Context: an optimization exercise on an open-source flow, tuned for small area. The choices shown serve that exercise and are no tape-out recipe. At most, simulation tests tie the RTL to the original design; equivalence was not proved. Power figures rest on the tool's default switching activity, not on a simulated workload.

// gpio_mux_ctrl
module gpio_mux_ctrl #(
   parameter int          NUM_TEAMS    = 12,
   parameter int          NUM_PINS     = 34,
   parameter logic [31:0] BASE_ADDR    = 32'h3000_0000,
   parameter int          BLANK_CYCLES = 4
) (
   input  logic                          wb_clk_i,
   input  logic                          wb_rst_ni,
   input  logic                          wbs_stb_i,
   input  logic                          wbs_cyc_i,
   input  logic                          wbs_we_i,
   input  logic [3:0]                    wbs_sel_i,
   input  logic [31:0]                   wbs_dat_i,
   input  logic [31:0]                   wbs_adr_i,
   output logic                          wbs_ack_o,
   output logic [31:0]                   wbs_dat_o,
   input  logic [NUM_TEAMS*NUM_PINS-1:0] designs_gpio_out,
   input  logic [NUM_TEAMS*NUM_PINS-1:0] designs_gpio_oeb,
   output logic [NUM_PINS-1:0]           gpio_out,
   output logic [NUM_PINS-1:0]           gpio_oeb,
   output logic                          busy_o
);
For scale: about 1700 cells after synthesis, roughly 330 flip-flops, roughly 20000 um^2 of cells after synthesis.
Settings: LEC_CHECK=0, CAP_MARGIN=20, CORE_AREA=5 5 225 225, CTS_BUF_LIST=sky130_fd_sc_hd__clkbuf_2 sky130_fd_sc_hd__clkbuf_4, DIE_AREA=0 0 230 230, SLEW_MARGIN=20, SYNTH_HIERARCHICAL=1; clock period 7.0 ns.
standard.sh (not shown) runs the stock make flow with config.mk's settings and CLKGATE_MAP_FILE= SYNTH_SCRIPT=/design/flow/synth_recipe.tcl, a recipe that flattens the netlist after the stock synthesis.
==> flow/flow/run.sh <==
#!/bin/bash
# Standard ORFS layout, except that the port buffers are the smallest buffer
# (buf_1) instead of the one buffer_ports picks by default.
set -euo pipefail
bash standard.sh 'BUFFER_PORTS_ARGS=-buffer_cell sky130_fd_sc_hd__buf_1' finish > flow_make.log 2>&1
The first run stopped in 3_2_place_iop.
Then changed:
Settings changed: CORE_AREA 5 5 225 225 to 10 10 350 350, DIE_AREA 0 0 230 230 to 0 0 360 360.
=> This time the run ran to the end with no violations. Area after synthesis stays the same. Synthesized cell count is unchanged.
Function was not checked in any run of this note: the RTL went through the layout flow alone.

========
Setup of run 1:
Another version of the RTL of gpio_mux_ctrl (not shown whole).
For scale: about 1700 cells after synthesis, ~990 I/O pins.
Design gpio_mux_ctrl, start of the top module:
module gpio_mux_ctrl #(
   parameter int          NUM_TEAMS    = 12,
   parameter int          NUM_PINS     = 34,
   parameter logic [31:0] BASE_ADDR    = 32'h3000_0000,
   parameter int          BLANK_CYCLES = 4
) (
   input  logic                          wb_clk_i,
   input  logic                          wb_rst_ni,
   input  logic                          wbs_stb_i,
   input  logic                          wbs_cyc_i,
   input  logic                          wbs_we_i,
   input  logic [3:0]                    wbs_sel_i,
   input  logic [31:0]                   wbs_dat_i,
   input  logic [31:0]                   wbs_adr_i,
   output logic                          wbs_ack_o,
   output logic [31:0]                   wbs_dat_o,
   input  logic [NUM_TEAMS*NUM_PINS-1:0] designs_gpio_out,
   input  logic [NUM_TEAMS*NUM_PINS-1:0] designs_gpio_oeb,
   output logic [NUM_PINS-1:0]           gpio_out,
   output logic [NUM_PINS-1:0]           gpio_oeb,
   output logic                          busy_o
);
   localparam int NUM_WORDS = (NUM_PINS + 3) / 4;
   localparam logic [5:0] CTRL_WORD = 6'h20;
   function automatic logic [3:0] enc(input logic [7:0] v);
      logic lowgrp;
      if (v > 8'd12) begin
         enc = 4'd0;
      end else begin
         lowgrp = (v[3:2] == 2'b00) & (v[1:0] != 2'b00);
         enc = {v[3] | lowgrp, v[2] | lowgrp, v[1:0]};
      end
   endfunction
   function automatic logic [3:0] dec(input logic [3:0] c);
  ...
export LEC_CHECK = 0
export CAP_MARGIN = 20
export CORE_AREA = 10 10 350 350
export DIE_AREA = 0 0 360 360
export PLACE_DENSITY = 0.8
export SLEW_MARGIN = 20
export SYNTH_HIERARCHICAL = 1
create_clock -name core_clock -period 7.0 [get_ports {wb_clk_i}]
==> flow/flow/run.sh <==
#!/bin/bash
# Standard ORFS layout with two changes:
#  - after the standard synthesis, every combinational cell is given the
#    smallest-area variant of its family (the resizer upsizes where timing,
#    slew or load needs it); registers keep their cells;
#  - the port buffers are the smallest buffer (buf_1);
#  - the clock tree uses larger sink clusters and no dummy loads.
set -euo pipefail
R=orfs/results/sky130hd/gpio_mux_ctrl/base
ARGS=('BUFFER_PORTS_ARGS=-buffer_cell sky130_fd_sc_hd__buf_1'
      'CTS_ARGS=-sink_clustering_enable -repair_clock_nets -dont_use_dummy_load -buf_list sky130_fd_sc_hd__clkbuf_8 -sink_clustering_size 16 -sink_clustering_max_diameter 60')
bash standard.sh "${ARGS[@]}" synth > log_synth.log 2>&1
python3 flow/downsize.py "$FLOW_HOME/platforms/sky130hd/lib/sky130_fd_sc_hd__tt_025C_1v80.lib" \
   "$R/1_2_yosys.v" > log_downsize.log 2>&1
rm -f "$R/1_synth.odb" "$R/1_synth.sdc"
bash standard.sh "${ARGS[@]}" finish > log_finish.log 2>&1
Other scripts of this flow, unchanged in this note and not shown: flow/flow/downsize.py
Run 1: done, clean on timing, DRC and antenna
diff inputs: run 1 => run 2
diff --git a/flow/flow/run.sh b/flow/flow/run.sh
--- a/flow/flow/run.sh
+++ b/flow/flow/run.sh
@@ -5,8 +5,6 @@
 #    slew or load needs it); registers keep their cells;
-#  - the port buffers are the smallest buffer (buf_1);
-#  - the clock tree uses larger sink clusters and no dummy loads.
+#  - the port buffers are the smallest buffer (buf_1).
 set -euo pipefail
 R=orfs/results/sky130hd/gpio_mux_ctrl/base
-ARGS=('BUFFER_PORTS_ARGS=-buffer_cell sky130_fd_sc_hd__buf_1'
-      'CTS_ARGS=-sink_clustering_enable -repair_clock_nets -dont_use_dummy_load -buf_list sky130_fd_sc_hd__clkbuf_8 -sink_clustering_size 16 -sink_clustering_max_diameter 60')
+ARGS=('BUFFER_PORTS_ARGS=-buffer_cell sky130_fd_sc_hd__buf_1')
 bash standard.sh "${ARGS[@]}" synth > log_synth.log 2>&1
diff --git a/flow/config.mk b/flow/config.mk
--- a/flow/config.mk
+++ b/flow/config.mk
@@ -9,4 +9,4 @@
 export CORE_AREA = 10 10 350 350
+export CTS_BUF_LIST = sky130_fd_sc_hd__clkbuf_2 sky130_fd_sc_hd__clkbuf_4
 export DIE_AREA = 0 0 360 360
-export PLACE_DENSITY = 0.8
 export SLEW_MARGIN = 20
Notes after the runs:
- Fraction of area in multi-input gates: lower on run 2
- Relative to run 1, non-clock buffer count has decreased by 6 in run 2.
- Remaining max-slew budget at the tightest pin for run 2 is lower than for run 1.
Input changes introduced in run 3 (baseline for comparison: run 2):
diff --git a/flow/flow/run.sh b/flow/flow/run.sh
--- a/flow/flow/run.sh
+++ b/flow/flow/run.sh
@@ -5,6 +5,8 @@
 #    slew or load needs it); registers keep their cells;
-#  - the port buffers are the smallest buffer (buf_1).
+#  - the port buffers are the smallest buffer (buf_1);
+#  - the clock tree uses larger sink clusters and no dummy loads.
 set -euo pipefail
 R=orfs/results/sky130hd/gpio_mux_ctrl/base
-ARGS=('BUFFER_PORTS_ARGS=-buffer_cell sky130_fd_sc_hd__buf_1')
+ARGS=('BUFFER_PORTS_ARGS=-buffer_cell sky130_fd_sc_hd__buf_1'
+      'CTS_ARGS=-sink_clustering_enable -repair_clock_nets -dont_use_dummy_load -buf_list sky130_fd_sc_hd__clkbuf_8 -sink_clustering_size 16 -sink_clustering_max_diameter 60')
 bash standard.sh "${ARGS[@]}" synth > log_synth.log 2>&1
| proportion of power drawn by combinational gates | run 3 vs run 2 | 1.6 points higher |
Delta(met2 track demand over resource in global routing, run 3 - run 2) < 0
On number of cells upsized or downsized after cts, run 3 and run 2 are basically level.
Total power of run 3 is lower than that of run 2.
Diff run 3 and run 2: final cycle utilization of the critical path higher in run 2
Comparing sum of met3 wire segment lengths after detailed routing for run 3 and run 2, the smaller number came from run 3.
| smallest hold slack | run 3 vs run 2 | 0.11 ns higher |
Run 3 packs its core looser than run 2.

========
## fjord
gpio_mux_ctrl, a different RTL version from the one above (not shown whole).
Size: ~1700 cells after synthesis, roughly 990 I/O pins.
==> flow/config.mk <==
export PLATFORM = sky130hd
export DESIGN_NAME = gpio_mux_ctrl
export DESIGN_NICKNAME = gpio_mux_ctrl
export VERILOG_FILES = /design/flow/design.v
export SDC_FILE = /design/flow/constraint.sdc
export NUM_CORES = 4
export LEC_CHECK = 0
export CAP_MARGIN = 20
export CORE_AREA = 6 6 294 294
export DIE_AREA = 0 0 300 300
export SLEW_MARGIN = 20
export SYNTH_HIERARCHICAL = 1
==> flow/constraint.sdc <==
create_clock -name core_clock -period 7.0 [get_ports {wb_clk_i}]
set_input_delay 1.4000 -clock core_clock [delete_from_list [all_inputs] [get_ports {wb_clk_i}]]
set_output_delay 1.4000 -clock core_clock [all_outputs]
set_load 0.01 [all_outputs]
==> flow/flow/run.sh <==
#!/bin/bash
# Standard ORFS layout with four changes:
#  - after the standard synthesis, every combinational cell is given the
#    smallest-area variant of its family (the resizer upsizes where timing,
#    slew or load needs it); registers keep their cells;
#  - the port buffers are the smallest buffer (buf_1);
#  - the clock tree uses small clock buffers, sink clusters of at most 8 and
#    no dummy loads;
#  - the constant outputs share one tie cell (no tie fan-out repair).
set -euo pipefail
R=orfs/results/sky130hd/gpio_mux_ctrl/base
ARGS=('BUFFER_PORTS_ARGS=-buffer_cell sky130_fd_sc_hd__buf_1'
      'PLACE_PINS_ARGS=-min_distance 1 -min_distance_in_tracks'
      'CTS_ARGS=-sink_clustering_enable -repair_clock_nets -dont_use_dummy_load -buf_list sky130_fd_sc_hd__clkbuf_4 -sink_clustering_size 8 -sink_clustering_max_diameter 50')
bash standard.sh "${ARGS[@]}" synth > log_synth.log 2>&1
python3 flow/downsize.py "$FLOW_HOME/platforms/sky130hd/lib/sky130_fd_sc_hd__tt_025C_1v80.lib" \
   "$R/1_2_yosys.v" > log_downsize.log 2>&1
rm -f "$R/1_synth.odb" "$R/1_synth.sdc"
bash standard.sh "${ARGS[@]}" SKIP_REPAIR_TIE_FANOUT=1 finish > log_finish.log 2>&1
Other scripts of this flow, unchanged in this note and not shown: flow/flow/downsize.py
> inputs changed (fjord -> raven)
# fjord
export LEC_CHECK = 0
export CAP_MARGIN = 20
export CORE_AREA = 6 6 294 294
export DIE_AREA = 0 0 300 300
export SLEW_MARGIN = 20
export SYNTH_HIERARCHICAL = 1
create_clock -name core_clock -period 7.0 [get_ports {wb_clk_i}]
# raven
export LEC_CHECK = 0
export CAP_MARGIN = 20
export CORE_AREA = 10 10 350 350
export DIE_AREA = 0 0 360 360
export SLEW_MARGIN = 20
export SYNTH_HIERARCHICAL = 1
create_clock -name core_clock -period 7.0 [get_ports {wb_clk_i}]
diff --git a/flow/flow/run.sh b/flow/flow/run.sh
--- a/flow/flow/run.sh
+++ b/flow/flow/run.sh
@@ -2 +2 @@
-# Standard ORFS layout with four changes:
+# Standard ORFS layout with three changes:
@@ -8,2 +8 @@
-#    no dummy loads;
-#  - the constant outputs share one tie cell (no tie fan-out repair).
+#    no dummy loads.
@@ -13 +11,0 @@
-      'PLACE_PINS_ARGS=-min_distance 1 -min_distance_in_tracks'
@@ -14,0 +13,3 @@
+# Layout steps only (not synthesis): also keep the resizer off the largest
+# buffers and inverters.
+DONT_USE=(sky130_fd_sc_hd__probe_p_8 sky130_fd_sc_hd__probec_p_8 sky130_fd_sc_hd__lpflow_bleeder_1 sky130_fd_sc_hd__lpflow_clkbufkapwr_1 sky130_fd_sc_hd__lpflow_clkbufkapwr_16 sky130_fd_sc_hd__lpflow_clkbufkapwr_2 sky130_fd_sc_hd__lpflow_clkbufkapwr_4 sky130_fd_sc_hd__lpflow_clkbufkapwr_8 sky130_fd_sc_hd__lpflow_clkinvkapwr_1 sky130_fd_sc_hd__lpflow_clkinvkapwr_16 sky130_fd_sc_hd__lpflow_clkinvkapwr_2 sky130_fd_sc_hd__lpflow_clkinvkapwr_4 sky130_fd_sc_hd__lpflow_clkinvkapwr_8 sky130_fd_sc_hd__lpflow_decapkapwr_12 sky130_fd_sc_hd__lpflow_decapkapwr_3 sky130_fd_sc_hd__lpflow_decapkapwr_4 sky130_fd_sc_hd__lpflow_decapkapwr_6 sky130_fd_sc_hd__lpflow_decapkapwr_8 sky130_fd_sc_hd__lpflow_inputiso0n_1 sky130_fd_sc_hd__lpflow_inputiso0p_1 sky130_fd_sc_hd__lpflow_inputiso1n_1 sky130_fd_sc_hd__lpflow_inputiso1p_1 sky130_fd_sc_hd__lpflow_inputisolatch_1 sky130_fd_sc_hd__lpflow_isobufsrc_1 sky130_fd_sc_hd__lpflow_isobufsrc_16 sky130_fd_sc_hd__lpflow_isobufsrc_2 sky130_fd_sc_hd__lpflow_isobufsrc_4 sky130_fd_sc_hd__lpflow_isobufsrc_8 sky130_fd_sc_hd__lpflow_isobufsrckapwr_16 sky130_fd_sc_hd__lpflow_lsbuf_lh_hl_isowell_tap_1 sky130_fd_sc_hd__lpflow_lsbuf_lh_hl_isowell_tap_2 sky130_fd_sc_hd__lpflow_lsbuf_lh_hl_isowell_tap_4 sky130_fd_sc_hd__lpflow_lsbuf_lh_isowell_4 sky130_fd_sc_hd__lpflow_lsbuf_lh_isowell_tap_1 sky130_fd_sc_hd__lpflow_lsbuf_lh_isowell_tap_2 sky130_fd_sc_hd__lpflow_lsbuf_lh_isowell_tap_4 sky130_fd_sc_hd__fill_1 sky130_fd_sc_hd__fill_2 sky130_fd_sc_hd__fill_4 sky130_fd_sc_hd__fill_8 sky130_fd_sc_hd__buf_6 sky130_fd_sc_hd__buf_8 sky130_fd_sc_hd__buf_12 sky130_fd_sc_hd__buf_16 sky130_fd_sc_hd__bufinv_8 sky130_fd_sc_hd__bufinv_16 sky130_fd_sc_hd__inv_8 sky130_fd_sc_hd__inv_12 sky130_fd_sc_hd__inv_16 sky130_fd_sc_hd__clkinv_8 sky130_fd_sc_hd__clkinv_16)
@@ -19 +20 @@
-bash standard.sh "${ARGS[@]}" SKIP_REPAIR_TIE_FANOUT=1 finish > log_finish.log 2>&1
+bash standard.sh "${ARGS[@]}" "DONT_USE_CELLS=${DONT_USE[*]}" finish > log_finish.log 2>&1
==> summary.txt <==
- For raven, the capturing element of the worst setup path was gpio_oeb[20], unlike fjord, where it was gpio_out[26].
- Placeable core region (raven over fjord): increase, about 40%
- Between fjord and raven, the minimum hold slack is lower for fjord.
- Looking at timing startpoint of the critical path, the active_r[106]$_DFF_PN0_ result is from fjord; the active_r[82]$_DFF_PN0_ one comes from raven.
- In the tables for fjord and raven, number of clock buffers in the layout reads lower with raven.
- Slowest stage cell on the critical path: nor2b_1 -> fjord, nor2b_2 -> raven
- raven: longest individual stage delay on the worst path 340 ps above fjord
- Looking at final area across fjord and raven, the one that comes out higher is raven.
- Comparing total routed wirelength for fjord and raven, the bigger number came from raven.
- raven against fjord: routed length on met1 up 15000 µm; buffer count excluding the clock tree in the final layout up 8; routability congestion estimate up 4.4%; wire length of the first global-routing pass up 46000 µm; total power up 0.78%.

========
Starting RTL as in the previous note.
Settings: LEC_CHECK=0, CAP_MARGIN=20, CORE_AREA=10 10 350 350, DIE_AREA=0 0 360 360, SLEW_MARGIN=20, SYNTH_HIERARCHICAL=1; clock period 7.0 ns.
==> flow/flow/run.sh <==
#!/bin/bash
# Standard ORFS layout with four changes:
#  - after the standard synthesis, every combinational cell is given the
#    smallest-area variant of its family (the resizer upsizes where timing,
#    slew or load needs it); registers keep their cells;
#  - the port buffers are the smallest buffer (buf_1);
#  - the clock tree uses small clock buffers, sink clusters of at most 8 and
#    no dummy loads;
#  - the constant outputs share one tie cell (no tie fan-out repair).
set -euo pipefail
R=orfs/results/sky130hd/gpio_mux_ctrl/base
ARGS=('BUFFER_PORTS_ARGS=-buffer_cell sky130_fd_sc_hd__buf_1'
      'CTS_ARGS=-sink_clustering_enable -repair_clock_nets -dont_use_dummy_load -buf_list sky130_fd_sc_hd__clkbuf_4 -sink_clustering_size 8 -sink_clustering_max_diameter 50')
bash standard.sh "${ARGS[@]}" synth > log_synth.log 2>&1
python3 flow/downsize.py "$FLOW_HOME/platforms/sky130hd/lib/sky130_fd_sc_hd__tt_025C_1v80.lib" \
   "$R/1_2_yosys.v" > log_downsize.log 2>&1
rm -f "$R/1_synth.odb" "$R/1_synth.sdc"
bash standard.sh "${ARGS[@]}" SKIP_REPAIR_TIE_FANOUT=1 finish > log_finish.log 2>&1
Other scripts of this flow, unchanged in this note and not shown: flow/flow/downsize.py
Then changed:
--- a/flow/flow/run.sh
+++ b/flow/flow/run.sh
@@ -2 +2 @@
-# Standard ORFS layout with four changes:
+# Standard ORFS layout with three changes:
@@ -8,2 +8 @@
-#    no dummy loads;
-#  - the constant outputs share one tie cell (no tie fan-out repair).
+#    no dummy loads.
@@ -13 +12 @@
-      'CTS_ARGS=-sink_clustering_enable -repair_clock_nets -dont_use_dummy_load -buf_list sky130_fd_sc_hd__clkbuf_4 -sink_clustering_size 8 -sink_clustering_max_diameter 50')
+      'CTS_ARGS=-sink_clustering_enable -repair_clock_nets -dont_use_dummy_load -buf_list sky130_fd_sc_hd__clkbuf_8 -sink_clustering_size 12 -sink_clustering_max_diameter 40')
@@ -18 +17 @@
-bash standard.sh "${ARGS[@]}" SKIP_REPAIR_TIE_FANOUT=1 finish > log_finish.log 2>&1
+bash standard.sh "${ARGS[@]}" finish > log_finish.log 2>&1
What happened:
- hold slack gets worse by 0.021 ns
- clock-buffer cell count goes down by 7
- via count increases by 1.3%
- design area is higher by 1.5%
- fmax went up by about 5%
- synthesized cell count does not change
- flip-flop and latch count stays the same
- critical path depth is unchanged
- power came out higher by 8.5%
- sequential share of layout area goes down by 0.47 points
Then changed:
--- a/flow/flow/run.sh
+++ b/flow/flow/run.sh
@@ -2 +2 @@
-# Standard ORFS layout with three changes:
+# Standard ORFS layout with two changes:
@@ -7,2 +7 @@
-#  - the clock tree uses small clock buffers, sink clusters of at most 8 and
-#    no dummy loads.
+#  - the clock tree uses larger sink clusters and no dummy loads.
@@ -12 +11 @@
-      'CTS_ARGS=-sink_clustering_enable -repair_clock_nets -dont_use_dummy_load -buf_list sky130_fd_sc_hd__clkbuf_8 -sink_clustering_size 12 -sink_clustering_max_diameter 40')
+      'CTS_ARGS=-sink_clustering_enable -repair_clock_nets -dont_use_dummy_load -buf_list sky130_fd_sc_hd__clkbuf_4 -sink_clustering_size 8 -sink_clustering_max_diameter 50')
Outcome: Power came out lower by 8.1%. Flip-flop and latch count is unchanged. Design area came out lower by 0.94%. Setup slack gets worse by 0.18 ns.
Then changed:
--- a/flow/flow/run.sh
+++ b/flow/flow/run.sh
@@ -2 +2 @@
-# Standard ORFS layout with two changes:
+# Standard ORFS layout with four changes:
@@ -7 +7,3 @@
-#  - the clock tree uses larger sink clusters and no dummy loads.
+#  - the clock tree uses small clock buffers, sink clusters of at most 8 and
+#    no dummy loads;
+#  - the constant outputs share one tie cell (no tie fan-out repair).
@@ -11 +13 @@
-      'CTS_ARGS=-sink_clustering_enable -repair_clock_nets -dont_use_dummy_load -buf_list sky130_fd_sc_hd__clkbuf_4 -sink_clustering_size 8 -sink_clustering_max_diameter 50')
+      'CTS_ARGS=-sink_clustering_enable -repair_clock_nets -dont_use_dummy_load -buf_list sky130_fd_sc_hd__clkbuf_16 -sink_clustering_size 30 -sink_clustering_max_diameter 60')
@@ -16 +18 @@
-bash standard.sh "${ARGS[@]}" finish > log_finish.log 2>&1
+bash standard.sh "${ARGS[@]}" SKIP_REPAIR_TIE_FANOUT=1 finish > log_finish.log 2>&1
Clock skew came out higher by 0.0057 ns.
Combinational power decreases by about 2%.
Utilization goes up by 0.13 points.
Then changed:
--- a/flow/flow/run.sh
+++ b/flow/flow/run.sh
@@ -2 +2 @@
-# Standard ORFS layout with four changes:
+# Standard ORFS layout with three changes:
@@ -8,2 +8 @@
-#    no dummy loads;
-#  - the constant outputs share one tie cell (no tie fan-out repair).
+#    no dummy loads.
@@ -13 +12 @@
-      'CTS_ARGS=-sink_clustering_enable -repair_clock_nets -dont_use_dummy_load -buf_list sky130_fd_sc_hd__clkbuf_16 -sink_clustering_size 30 -sink_clustering_max_diameter 60')
+      'CTS_ARGS=-sink_clustering_enable -repair_clock_nets -dont_use_dummy_load -buf_list sky130_fd_sc_hd__clkbuf_4 -sink_clustering_size 8 -sink_clustering_max_diameter 50')
Final area is lower by 1.1%.
Register-to-register slack is worse by 0.20 ns.
Routed wire length is higher by 0.46%.
Cell count increases by 0.58%.
Synthesized cell count does not change.
Then changed:
--- a/flow/flow/run.sh
+++ b/flow/flow/run.sh
@@ -17 +17 @@
-bash standard.sh "${ARGS[@]}" SKIP_REPAIR_TIE_FANOUT=1 finish > log_finish.log 2>&1
+bash standard.sh "${ARGS[@]}" finish > log_finish.log 2>&1
Result: The new run produced a clean layout; synthesized area is unchanged; critical path depth goes down by 1; setup slack improves by 0.055 ns; worst hold slack stays flat; sequential cell count stays the same; power goes down by 0.33%; count of clock-buffer cells in the layout goes down by 2; cell area goes up by about 0.55%; cell count goes up by about 0.8%.

## separate check: timing with driven ports
How much do the figures lean on ideal ports? The routed layouts below were timed once more, with nothing changed but the port constraints.
Step 1, drivers: a clkbuf_16 drives wb_clk_i and a buf_2 each remaining input, both assumed.
Step 2 also shifts input and output timing later by t, the mid clock arrival at the registers, as if the neighbouring blocks saw the same clock.
Slacks: no drivers / after step 1 / after step 2; pairs: no drivers / after step 1.
run	shift t [ns]	setup WS [ns]	hold WS [ns]	cell pins on the clock port's net
the second run of note 1	0.835	1.817 / 1.757 / 2.051	0.559 / 0.559 / 0.559	1
run 1	0.626	2.083 / 2.033 / 1.787	0.569 / 0.569 / 0.569	1
run 2	0.879	1.894 / 1.833 / 1.300	0.447 / 0.488 / 0.562	1
run 3	0.670	1.943 / 1.967 / 1.297	0.558 / 0.558 / 0.558	1
fjord	0.776	2.548 / 2.494 / 2.372	0.404 / 0.404 / 0.404	1
raven	0.741	1.905 / 1.834 / 1.915	0.408 / 0.408 / 0.408	1
the first run of note 4	0.790	1.973 / 1.916 / 1.614	0.400 / 0.400 / 0.400	1
the second run of note 4	0.677	2.207 / 2.135 / 2.255	0.379 / 0.379 / 0.379	1
the third run of note 4	0.786	2.028 / 1.957 / 2.064	0.400 / 0.400 / 0.400	1
the fourth run of note 4	0.612	2.218 / 2.154 / 1.910	0.404 / 0.404 / 0.404	1
the fifth run of note 4	0.790	1.973 / 1.916 / 1.614	0.400 / 0.400 / 0.400	1
the sixth run of note 4	0.786	2.028 / 1.957 / 2.064	0.400 / 0.400 / 0.400	1
After both steps setup and hold are still met in every run listed. The setup slack of run 3, which loses most, moves by +0.024 ns with the drivers and by -0.646 ns with both steps.
